This is an optimization exercise on Yosys and OpenROAD, whose aim is small area, not a production implementation.
Only simulation tests tie the RTL to the original design; equivalence was not proved.
Power figures rest on the tool's default switching activity, not on a simulated workload.

--- flow/design.v ---
package cah_pkg;
    localparam int DEF_SAMPLE_BITS  = 16;
    localparam int DEF_CORDIC_STEPS = 16;
    localparam int CFG_W     = 15;
    localparam int HEAD_W    = 17;
    localparam int HEAD_PAD  = 24;
    localparam int GAIN_W    = 27;
    localparam int ANG_FRAC  = 12;
    localparam int ANG_W     = 29;
    localparam int ANGLE_W   = 15;
    localparam int DIV_STEPS = 27;
    localparam int CNT_W     = 5;
    localparam logic [GAIN_W-1:0] GAIN_MAX   = {GAIN_W{1'b1}};
    localparam logic [GAIN_W-1:0] GAIN_RESET = 27'd65536;
    localparam logic [GAIN_W-1:0] GAIN_NUM   = 27'd67108864;
    localparam logic signed [ANG_W-1:0] FULL_TURN_Z = 29'sd94371840;
    localparam logic signed [ANG_W-1:0] HALF_TURN_Z = 29'sd47185920;
    localparam logic signed [ANG_W-1:0] ROUND_HALF  = 29'sd2048;
    localparam logic [ANGLE_W+1:0]      FULL_TURN   = 17'd23040;
    localparam logic signed [CFG_W-1:0] DECL_RESET = 15'sd704;
    localparam logic signed [CFG_W-1:0] OFF_RESET  = 15'sd2240;
    localparam logic [1:0] KIND_SAMPLE = 2'd0;
    localparam logic [1:0] KIND_START  = 2'd1;
    localparam logic [1:0] KIND_FINISH = 2'd2;
    localparam logic CFG_DECLINATION = 1'b0;
    localparam logic CFG_OFFSET      = 1'b1;
    typedef enum logic [2:0] {
        S_IDLE, S_DECODE, S_DIV, S_COMMIT, S_INIT, S_ROT, S_FIN, S_OUT
    } t_state;
    typedef struct packed {
        logic             load_in;
        logic             seed;
        logic             widen;
        logic             div_start;
        logic             div_step;
        logic             div_commit;
        logic             mul;
        logic             cordic_init;
        logic             cordic_step;
        logic             finish;
        logic             load_out;
        logic [CNT_W-1:0] step;
    } t_cmd;
    typedef struct packed {
        logic [1:0] kind;
        logic       calibrating;
        logic       out_busy;
    } t_sts;
    function automatic logic [ANG_W-1:0] atan_at(input logic [CNT_W-1:0] i);
        logic [ANG_W-1:0] v;
        case (i)
            5'd0:    v = 29'd11796480;
            5'd1:    v = 29'd6963869;
            5'd2:    v = 29'd3679517;
            5'd3:    v = 29'd1867780;
            5'd4:    v = 29'd937515;
            5'd5:    v = 29'd469214;
            5'd6:    v = 29'd234664;
            5'd7:    v = 29'd117339;
            5'd8:    v = 29'd58671;
            5'd9:    v = 29'd29335;
            5'd10:   v = 29'd14668;
            5'd11:   v = 29'd7334;
            5'd12:   v = 29'd3667;
            5'd13:   v = 29'd1833;
            5'd14:   v = 29'd917;
            5'd15:   v = 29'd458;
            5'd16:   v = 29'd229;
            5'd17:   v = 29'd115;
            5'd18:   v = 29'd57;
            5'd19:   v = 29'd29;
            5'd20:   v = 29'd14;
            5'd21:   v = 29'd7;
            5'd22:   v = 29'd4;
            5'd23:   v = 29'd2;
            default: v = 29'd0;
        endcase
        atan_at = v;
    endfunction
endpackage
module cah_ctrl
#(
    parameter int CORDIC_STEPS = cah_pkg::DEF_CORDIC_STEPS
) (
    input  logic i_clk,
    input  logic i_rst_n,
    input  logic i_in_valid,
    output logic o_in_ready,
    input  cah_pkg::t_sts i_sts,
    output cah_pkg::t_cmd o_cmd
);
    localparam logic [cah_pkg::CNT_W-1:0] LAST_ROT = cah_pkg::CNT_W'(CORDIC_STEPS - 1);
    localparam logic [cah_pkg::CNT_W-1:0] LAST_DIV = cah_pkg::CNT_W'(cah_pkg::DIV_STEPS - 1);
    cah_pkg::t_state           r_state, n_state;
    logic [cah_pkg::CNT_W-1:0] r_cnt, n_cnt;
    always_ff @(posedge i_clk) begin
        if (!i_rst_n) begin
            r_state <= cah_pkg::S_IDLE;
            r_cnt   <= '0;
        end else begin
            r_state <= n_state;
            r_cnt   <= n_cnt;
        end
    end
    always_comb begin
        n_state    = r_state;
        n_cnt      = r_cnt;
        o_cmd      = '0;
        o_cmd.step = r_cnt;
        o_in_ready = 1'b0;
        unique case (r_state)
            cah_pkg::S_IDLE: begin
                o_in_ready = 1'b1;
                if (i_in_valid) begin
                    o_cmd.load_in = 1'b1;
                    n_state       = cah_pkg::S_DECODE;
                end
            end
            cah_pkg::S_DECODE: begin
                n_state = cah_pkg::S_IDLE;
                n_cnt   = '0;
                case (i_sts.kind)
                    cah_pkg::KIND_START:  o_cmd.seed = 1'b1;
                    cah_pkg::KIND_FINISH: begin
                        o_cmd.div_start = 1'b1;
                        n_state         = cah_pkg::S_DIV;
                    end
                    cah_pkg::KIND_SAMPLE: begin
                        if (i_sts.calibrating) begin
                            o_cmd.widen = 1'b1;
                        end else begin
                            o_cmd.mul = 1'b1;
                            n_state   = cah_pkg::S_INIT;
                        end
                    end
                    default: n_state = cah_pkg::S_IDLE;
                endcase
            end
            cah_pkg::S_DIV: begin
                o_cmd.div_step = 1'b1;
                n_cnt          = r_cnt + 1'b1;
                if (r_cnt == LAST_DIV) begin
                    n_state = cah_pkg::S_COMMIT;
                end
            end
            cah_pkg::S_COMMIT: begin
                o_cmd.div_commit = 1'b1;
                n_state          = cah_pkg::S_IDLE;
            end
            cah_pkg::S_INIT: begin
                o_cmd.cordic_init = 1'b1;
                n_cnt             = '0;
                n_state           = cah_pkg::S_ROT;
            end
            cah_pkg::S_ROT: begin
                o_cmd.cordic_step = 1'b1;
                n_cnt             = r_cnt + 1'b1;
                if (r_cnt == LAST_ROT) begin
                    n_state = cah_pkg::S_FIN;
                end
            end
            cah_pkg::S_FIN: begin
                o_cmd.finish = 1'b1;
                n_state      = cah_pkg::S_OUT;
            end
            cah_pkg::S_OUT: begin
                if (!i_sts.out_busy) begin
                    o_cmd.load_out = 1'b1;
                    n_state        = cah_pkg::S_IDLE;
                end
            end
            default: n_state = cah_pkg::S_IDLE;
        endcase
    end
endmodule
module cah_dp
#(
    parameter int SAMPLE_BITS = cah_pkg::DEF_SAMPLE_BITS
) (
    input  logic                     i_clk,
    input  logic                     i_rst_n,
    input  logic                     i_cfg_wen,
    input  logic                     i_cfg_idx,
    input  logic [cah_pkg::CFG_W-1:0]         i_cfg_wdata,
    input  logic [1:0]               i_kind,
    input  logic [SAMPLE_BITS-1:0]   i_sample_x,
    input  logic [SAMPLE_BITS-1:0]   i_sample_y,
    input  cah_pkg::t_cmd                     i_cmd,
    output cah_pkg::t_sts                     o_sts,
    input  logic                     i_out_ready,
    output logic                     o_out_valid,
    output logic [cah_pkg::HEAD_W-1:0]        o_heading
);
    localparam int S      = SAMPLE_BITS;
    localparam int D_W    = S + 1;
    localparam int SPAN_W = S + 1;
    localparam int REM_W  = S + 2;
    localparam int P_W    = S + 29;
    localparam int C_W    = P_W + 2;
    logic [1:0]                r_kind;
    logic signed [S-1:0]       r_s [2];
    logic                      r_calib;
    logic signed [S-1:0]       r_min [2];
    logic signed [S-1:0]       r_max [2];
    logic signed [S-1:0]       r_center [2];
    logic [cah_pkg::GAIN_W-1:0]         r_gain [2];
    logic signed [cah_pkg::CFG_W-1:0]   r_decl, r_off;
    logic [cah_pkg::GAIN_W-1:0]         r_num [2];
    logic [REM_W-1:0]          r_rem [2];
    logic [cah_pkg::GAIN_W-1:0]         r_quo [2];
    logic [SPAN_W-1:0]         r_span [2];
    logic                      r_sat [2];
    logic signed [P_W-1:0]     r_p [2];
    logic signed [C_W-1:0]     r_cx, r_cy;
    logic signed [cah_pkg::ANG_W-1:0]   r_cz;
    logic                      r_zero;
    logic signed [cah_pkg::HEAD_W-1:0]  r_head;
    logic                      r_out_valid;
    logic [cah_pkg::HEAD_W-1:0]         r_out_data;
    always_ff @(posedge i_clk) begin
        if (!i_rst_n) begin
            r_decl <= cah_pkg::DECL_RESET;
            r_off  <= cah_pkg::OFF_RESET;
        end else if (i_cfg_wen) begin
            unique case (i_cfg_idx)
                cah_pkg::CFG_DECLINATION: r_decl <= i_cfg_wdata;
                cah_pkg::CFG_OFFSET:      r_off  <= i_cfg_wdata;
                default:         r_off  <= r_off;
            endcase
        end
    end
    always_ff @(posedge i_clk) begin
        if (i_cmd.load_in) begin
            r_kind <= i_kind;
            r_s[0] <= i_sample_x;
            r_s[1] <= i_sample_y;
        end
    end
    always_ff @(posedge i_clk) begin
        logic signed [SPAN_W-1:0] span;
        logic signed [SPAN_W-1:0] sum;
        logic [REM_W-1:0]         rsh;
        logic [REM_W-1:0]         den;
        if (!i_rst_n) begin
            r_calib <= 1'b0;
            for (int a = 0; a < 2; a++) begin
                r_min[a]    <= '0;
                r_max[a]    <= '0;
                r_center[a] <= '0;
                r_gain[a]   <= cah_pkg::GAIN_RESET;
            end
        end else begin
            if (i_cmd.seed) begin
                r_calib <= 1'b1;
            end
            if (i_cmd.div_commit) begin
                r_calib <= 1'b0;
            end
            for (int a = 0; a < 2; a++) begin
                span = SPAN_W'(r_max[a]) - SPAN_W'(r_min[a]);
                sum  = SPAN_W'(r_max[a]) + SPAN_W'(r_min[a]);
                rsh  = {r_rem[a][REM_W-2:0], r_num[a][cah_pkg::GAIN_W-1]};
                den  = REM_W'(r_span[a]);
                if (i_cmd.seed) begin
                    r_min[a] <= r_s[a];
                    r_max[a] <= r_s[a];
                end
                if (i_cmd.widen) begin
                    if (r_s[a] < r_min[a]) r_min[a] <= r_s[a];
                    if (r_s[a] > r_max[a]) r_max[a] <= r_s[a];
                end
                if (i_cmd.div_start) begin
                    r_center[a] <= S'(sum >>> 1);
                    r_span[a]   <= span;
                    r_sat[a]    <= (span <= 0);
                    r_num[a]    <= cah_pkg::GAIN_NUM + cah_pkg::GAIN_W'(span[SPAN_W-1:1]);
                    r_rem[a]    <= '0;
                    r_quo[a]    <= '0;
                end
                if (i_cmd.div_step) begin
                    r_num[a] <= {r_num[a][cah_pkg::GAIN_W-2:0], 1'b0};
                    if (rsh >= den) begin
                        r_rem[a] <= rsh - den;
                        r_quo[a] <= {r_quo[a][cah_pkg::GAIN_W-2:0], 1'b1};
                    end else begin
                        r_rem[a] <= rsh;
                        r_quo[a] <= {r_quo[a][cah_pkg::GAIN_W-2:0], 1'b0};
                    end
                end
                if (i_cmd.div_commit) begin
                    r_gain[a] <= r_sat[a] ? cah_pkg::GAIN_MAX : r_quo[a];
                end
            end
        end
    end
    always_ff @(posedge i_clk) begin
        logic signed [D_W-1:0] diff;
        if (i_cmd.mul) begin
            for (int a = 0; a < 2; a++) begin
                diff   = D_W'(r_s[a]) - D_W'(r_center[a]);
                r_p[a] <= P_W'(diff * $signed({1'b0, r_gain[a]}));
            end
        end
    end
    always_ff @(posedge i_clk) begin
        logic signed [C_W-1:0] x0, y0, xs, ys;
        x0 = C_W'(r_p[0]);
        y0 = C_W'(r_p[1]);
        xs = r_cx >>> i_cmd.step;
        ys = r_cy >>> i_cmd.step;
        if (i_cmd.cordic_init) begin
            r_zero <= (r_p[0] == '0) && (r_p[1] == '0);
            if (x0 < 0) begin
                r_cx <= -x0;
                r_cy <= -y0;
                r_cz <= cah_pkg::HALF_TURN_Z;
            end else begin
                r_cx <= x0;
                r_cy <= y0;
                r_cz <= '0;
            end
        end
        if (i_cmd.cordic_step) begin
            if (r_cy >= 0) begin
                r_cx <= r_cx + ys;
                r_cy <= r_cy - xs;
                r_cz <= r_cz + $signed(cah_pkg::atan_at(i_cmd.step));
            end else begin
                r_cx <= r_cx - ys;
                r_cy <= r_cy + xs;
                r_cz <= r_cz - $signed(cah_pkg::atan_at(i_cmd.step));
            end
        end
    end
    always_ff @(posedge i_clk) begin
        logic signed [cah_pkg::ANG_W-1:0] zw, zr;
        logic [cah_pkg::ANGLE_W+1:0]      ang;
        zw  = (r_cz < 0) ? r_cz + cah_pkg::FULL_TURN_Z : r_cz;
        zr  = (zw + cah_pkg::ROUND_HALF) >>> cah_pkg::ANG_FRAC;
        ang = zr[cah_pkg::ANGLE_W+1:0];
        if (ang >= cah_pkg::FULL_TURN) ang = ang - cah_pkg::FULL_TURN;
        if (r_zero) ang = '0;
        if (i_cmd.finish) begin
            r_head <= $signed(ang) + cah_pkg::HEAD_W'(r_decl) + cah_pkg::HEAD_W'(r_off);
        end
    end
    always_ff @(posedge i_clk) begin
        if (!i_rst_n) begin
            r_out_valid <= 1'b0;
        end else if (i_cmd.load_out) begin
            r_out_valid <= 1'b1;
        end else if (i_out_ready) begin
            r_out_valid <= 1'b0;
        end
    end
    always_ff @(posedge i_clk) begin
        if (i_cmd.load_out) begin
            r_out_data <= r_head;
        end
    end
    assign o_out_valid      = r_out_valid;
    assign o_heading        = r_out_data;
    assign o_sts.kind        = r_kind;
    assign o_sts.calibrating = r_calib;
    assign o_sts.out_busy    = r_out_valid && !i_out_ready;
endmodule
module compass_calibrate_and_heading
#(
    parameter int SAMPLE_BITS  = cah_pkg::DEF_SAMPLE_BITS,
    parameter int CORDIC_STEPS = cah_pkg::DEF_CORDIC_STEPS
) (
    input  logic                                i_clk,
    input  logic                                i_rst_n,
    input  logic                                i_cfg_wen,
    input  logic                                i_cfg_idx,
    input  logic [cah_pkg::CFG_W-1:0]                    i_cfg_wdata,
    input  logic                                s_axis_tvalid,
    output logic                                s_axis_tready,
    input  logic [((2*SAMPLE_BITS+7)/8)*8-1:0]  s_axis_tdata,
    input  logic [1:0]                          s_axis_tuser,
    output logic                                m_axis_tvalid,
    input  logic                                m_axis_tready,
    output logic [cah_pkg::HEAD_PAD-1:0]                 m_axis_tdata
);
    cah_pkg::t_cmd              w_cmd;
    cah_pkg::t_sts              w_sts;
    logic [cah_pkg::HEAD_W-1:0] w_heading;
    cah_ctrl #(
        .CORDIC_STEPS (CORDIC_STEPS)
    ) u_ctrl (
        .i_clk      (i_clk),
        .i_rst_n    (i_rst_n),
        .i_in_valid (s_axis_tvalid),
        .o_in_ready (s_axis_tready),
        .i_sts      (w_sts),
        .o_cmd      (w_cmd)
    );
    cah_dp #(
        .SAMPLE_BITS (SAMPLE_BITS)
    ) u_dp (
        .i_clk       (i_clk),
        .i_rst_n     (i_rst_n),
        .i_cfg_wen   (i_cfg_wen),
        .i_cfg_idx   (i_cfg_idx),
        .i_cfg_wdata (i_cfg_wdata),
        .i_kind      (s_axis_tuser),
        .i_sample_x  (s_axis_tdata[SAMPLE_BITS-1:0]),
        .i_sample_y  (s_axis_tdata[2*SAMPLE_BITS-1:SAMPLE_BITS]),
        .i_cmd       (w_cmd),
        .o_sts       (w_sts),
        .i_out_ready (m_axis_tready),
        .o_out_valid (m_axis_tvalid),
        .o_heading   (w_heading)
    );
    assign m_axis_tdata = {{(cah_pkg::HEAD_PAD-cah_pkg::HEAD_W){1'b0}}, w_heading};
endmodule
--- flow/run.sh ---
#!/bin/bash
# synth_recipe.tcl (not shown) runs the flow's synth.tcl, then flattens the netlist and writes it again
# the make line also repeats each setting of config.mk as NAME=value (left out here)
make -C /OpenROAD-flow-scripts/flow DESIGN_CONFIG=/design/flow/config.mk WORK_HOME=/design/flow/orfs CLKGATE_MAP_FILE= SYNTH_SCRIPT=/design/flow/synth_recipe.tcl finish
--- flow/config.mk ---
export PLATFORM = sky130hd
export DESIGN_NAME = compass_calibrate_and_heading
export DESIGN_NICKNAME = compass_calibrate_and_heading
export VERILOG_FILES = /design/flow/design.v
export SDC_FILE = /design/flow/constraint.sdc
export NUM_CORES = 4
export LEC_CHECK = 0
export CAP_MARGIN = 20
export CORE_MARGIN = 2
export CORE_UTILIZATION = 40
export SLEW_MARGIN = 20
--- flow/constraint.sdc ---
create_clock -name core_clock -period 12.0 [get_ports {i_clk}]
set_input_delay 2.4000 -clock core_clock [delete_from_list [all_inputs] [get_ports {i_clk}]]
set_output_delay 2.4000 -clock core_clock [all_outputs]
set_load 0.01 [all_outputs]
==> flow_summary.toml <==
[run_status]
run_status = "timing/DRC/antenna clean"

[drt]
route.vias.total = 62100
antenna_left = 0
drtIter0Drc = 4463
drtPass1Iterations = 8
vias_per_cell = 5.46
wl_um = 219000
wl_per_cell_um = 19.3
drt_drc_violations_left = 0

[floorplan]
dieArea_mm2 = 0.203
initial_utilization = 0.403
row_count = 163
io-pin-count = 81
core_area_mm2 = 0.198
fp.dieW_um = 450
fp.dieH_um = 450

[timing]
tns_ns = 0
finalSetupViolCount = 0
worst_pin_slew_ns = 1.11
max_freq_ghz = 0.0932
min_period_ns = 10.73
fin_worst_skew_ns = 0.0396
finalMaxSlewViolations = 0
fin_crit_sh = 0.895
hold_violations = 0
relSlewSlack = 0.260
rsz0062_at_grt = "false"
worst_hold_slack_ns = 0.418
fin_ws_ns = 1.27

[setup_path]
rr_worst_depth = 34
path_max_fanout = 15
cp.required_ns = 12.46
critPathKind = "register to register"
critical_path.endpoint = "u_dp.r_p[0][44]$_DFFE_PP_"
cp_common_cell = "o21ai_0"
r2r-start = "u_dp.r_s[0][2]$_DFFE_PP_"
start_kind = "register"
slowest_delay_ns = 0.67
end_kind = "register"
rrSetupSlack_ns = 1.27
r2r_end = "u_dp.r_p[0][44]$_DFFE_PP_"
worstPathArrival_ns = 11.20
cpMaxStageDelayCell = "xor2_2"
crit_start = "u_dp.r_s[0][2]$_DFFE_PP_"

[global_routing]
grt_use_total = 0.215
grt_pass1_vias = 63600
grt_max_degree = 155
antenna_found_initial = 4
grt_pass1_wl_um = 353000
gr-total-overflow = 0

[synthesis]
ys_types = 88
synthTopCellsByArea = "fa_1 (20%), edfxtp_1 (17%), ha_1 (10%), inv_1 (5.8%), dfxtp_1 (5.4%)"
synthFlopType = "edfxtp_1"
avgSynthCellArea_um2 = 9.01
yosysTopAreaCellShare = 0.195
mappedNetlistArea_mm2 = 0.0796
ys_seq_elements = 674
netlist_instances = 8835
async_reset_ff_frac = 0
yosysWarnings = 13
yosysSeqAreaShare = 0.227
yosysTopAreaCell = "fa_1"
synth_edf_count = 460

[cts]
htree_num_levels = 3
cts_buffers = 81
cts_root_buffer = "clkbuf_16"
clk_pin_slew_ns = 0.06
cts.repair.resized = 0
clockBufferDepth = 3
cts_setup_buffers = 0
clk_latency_ns = 0.73
cts_tree = "built"
cts.sink_count = 674
ctsHoldBuffers = 0

[cells_and_area]
fin_cells = 11400
syn2layout_area_growth_pct = 7.50
drive_above_1_share = 0.0600
num_antenna_cells = 0
final_nets = 10100

[placement]
placed_cells = 11200
hpwl_um = 169000
pre_cts_ws_ns = 1.31
finalWeightedCongestion = 0.920
io_buffers = 73

[power]
p_leak_uw = 0.0378
peakVddDrop_mv = 0.0857
pwr_density_cell_mw_per_mm2 = 97.5

[run]
cap_violations = 0

[worst_hold_path]
hp-class = "register to register"
sequential cells by signal, summed over array words and instances, names as in the netlist, named ones only:
name              flops
u_dp.r_min           32
u_dp.r_zero           1
u_dp.r_gain          54
u_dp.r_calib          1
u_dp.r_cx            47
u_dp.r_quo           54
u_dp.r_span          34
u_dp.r_cy            47
u_dp.r_out_data      17
u_dp.r_kind           2
u_dp.r_max           32
u_dp.r_sat            2
u_dp.r_s             32
u_dp.r_decl          15
u_dp.r_rem           34
u_dp.r_center        32
u_dp.r_head          17
u_dp.r_off           15
u_ctrl.r_cnt          5
u_dp.r_out_valid      1
u_dp.r_p             90
u_dp.r_cz            29
u_ctrl.r_state        3
u_dp.r_num           54
worst min path at each step:
stage	from	to	slack (ns)	depth (start not counted)
2_1_floorplan	u_dp.r_head[0]$_DFFE_PN_	u_dp.r_out_data[0]$_DFFE_PP_	0.40	0
3_3_place_gp	u_dp.r_head[16]$_DFFE_PN_	u_dp.r_out_data[16]$_DFFE_PP_	0.40	0
3_5_place_dp	u_dp.r_head[15]$_DFFE_PN_	u_dp.r_out_data[15]$_DFFE_PP_	0.41	0
4_1_cts	u_dp.r_head[0]$_DFFE_PN_	u_dp.r_out_data[0]$_DFFE_PP_	0.41	0
5_1_grt	u_dp.r_head[4]$_DFFE_PN_	u_dp.r_out_data[4]$_DFFE_PP_	0.43	0
6_report	u_dp.r_head[16]$_DFFE_PN_	u_dp.r_out_data[16]$_DFFE_PP_	0.42	0
cell type report:
type,count,area [um2]
sequential,674,18100
fill,19200,112000
clock inverter,45,454
timing repair buffer,163,1450
multi-input combinational,6520,55500
tap,2640,3300
inverter,1226,4610
clock buffer,102,2200
cells by family after synthesis:
family,Yosys count,share of synthesized area
XOR/XNOR,466,0.0512
other,1,0.0000471
AO/OA/AOI/OAI,1394,0.110
flip-flops,674,0.227
multiplexers,364,0.0658
buffers and inverters,1647,0.0797
adder cells (fa/ha/maj),1417,0.296
AND/OR/NAND/NOR,2872,0.170
critical path: cells and delay by family, from the launching register on:
family / cells / cell delay (ns)
flip-flops: 1 / 0.46
XOR/XNOR: 2 / 0.79
adder cells (fa/ha/maj): 8 / 3.80
buffers and inverters: 4 / 0.49
AND/OR/NAND/NOR: 4 / 0.59
AO/OA/AOI/OAI: 16 / 4.34
power breakdown:
group | leakage, uW | internal [uW] | switching (uW) | total [uW]
combinational | 0.0306 | 1180 | 1910 | 3090
sequential | 0.00597 | 2650 | 106 | 2750
clock | 0.00128 | 1400 | 1100 | 2500
total | 0.0378 | 5230 | 3120 | 8350
per-layer routing:
layer | wire, um | part of all wire | track usage | vias to the layer above
met4 | 6760 | 0.031 | 0.0658 | 0
met1 | 98800 | 0.45 | 0.295 | 30800
met2 | 102000 | 0.47 | 0.357 | 1734
met3 | 11400 | 0.052 | 0.0230 | 380
met5 | 0 | 0 | 0 | -
li1 | - | - | - | 29200
layout by cell type (no fill, tap or decap), types with 238 or more instances in the layout:
cell type	instances
inv_1	1219
edfxtp_1	460
fa_1	776
o21ai_0	390
nand2_1	1005
ha_1	641
nor2_1	620
and2_1	238
xnor2_1	308
a21oi_1	347
synth_stat cells (all sizes together) (121+ instances only):
cell    instances
a21o          137
a21oi         347
and2          240
and3          151
clkbuf        320
dfxtp         214
edfxtp        460
fa            776
ha            641
inv          1223
mux2i         178
mux4          121
nand2        1008
nor2          637
nor2b         174
nor3          226
o21ai         398
xnor2         314
xor2          152
metrics by stage:
stage,area [um2],total power (uW),utilization
after floorplan,79700,4970,-
after global placement,82900,5840,0.420
after detailed placement,82900,5880,0.420
after CTS,85600,8420,0.433
after global routing,85600,8880,0.433
final,85600,8350,0.433

==> static timing again, ports no longer ideal <==
No port has a modelled driver above. Below, the same layout with a new extraction and two added sets of constraints. Step 1 assumes that a clkbuf_16 drives the clock port and a buf_2 every other input. Step 2 adds t to the input delays and takes it off the output delays; t is the mean of the earliest and latest rising clock arrival at the registers after step 1. Input paths then give back, and output paths get back, about the clock's delay inside the block. Slacks: ideal ports / drivers / drivers and shift; pairs: ideal ports / drivers.
shift t [ns]: 0.779
setup WS [ns]: 1.266 / 1.266 / 1.266
worst setup path at the end: register to register
cell pins on the clock port's net: 1
After both steps setup and hold are still met in this run. The setup slack of this run moves by 0.000 ns with the drivers and by 0.000 ns with both steps.
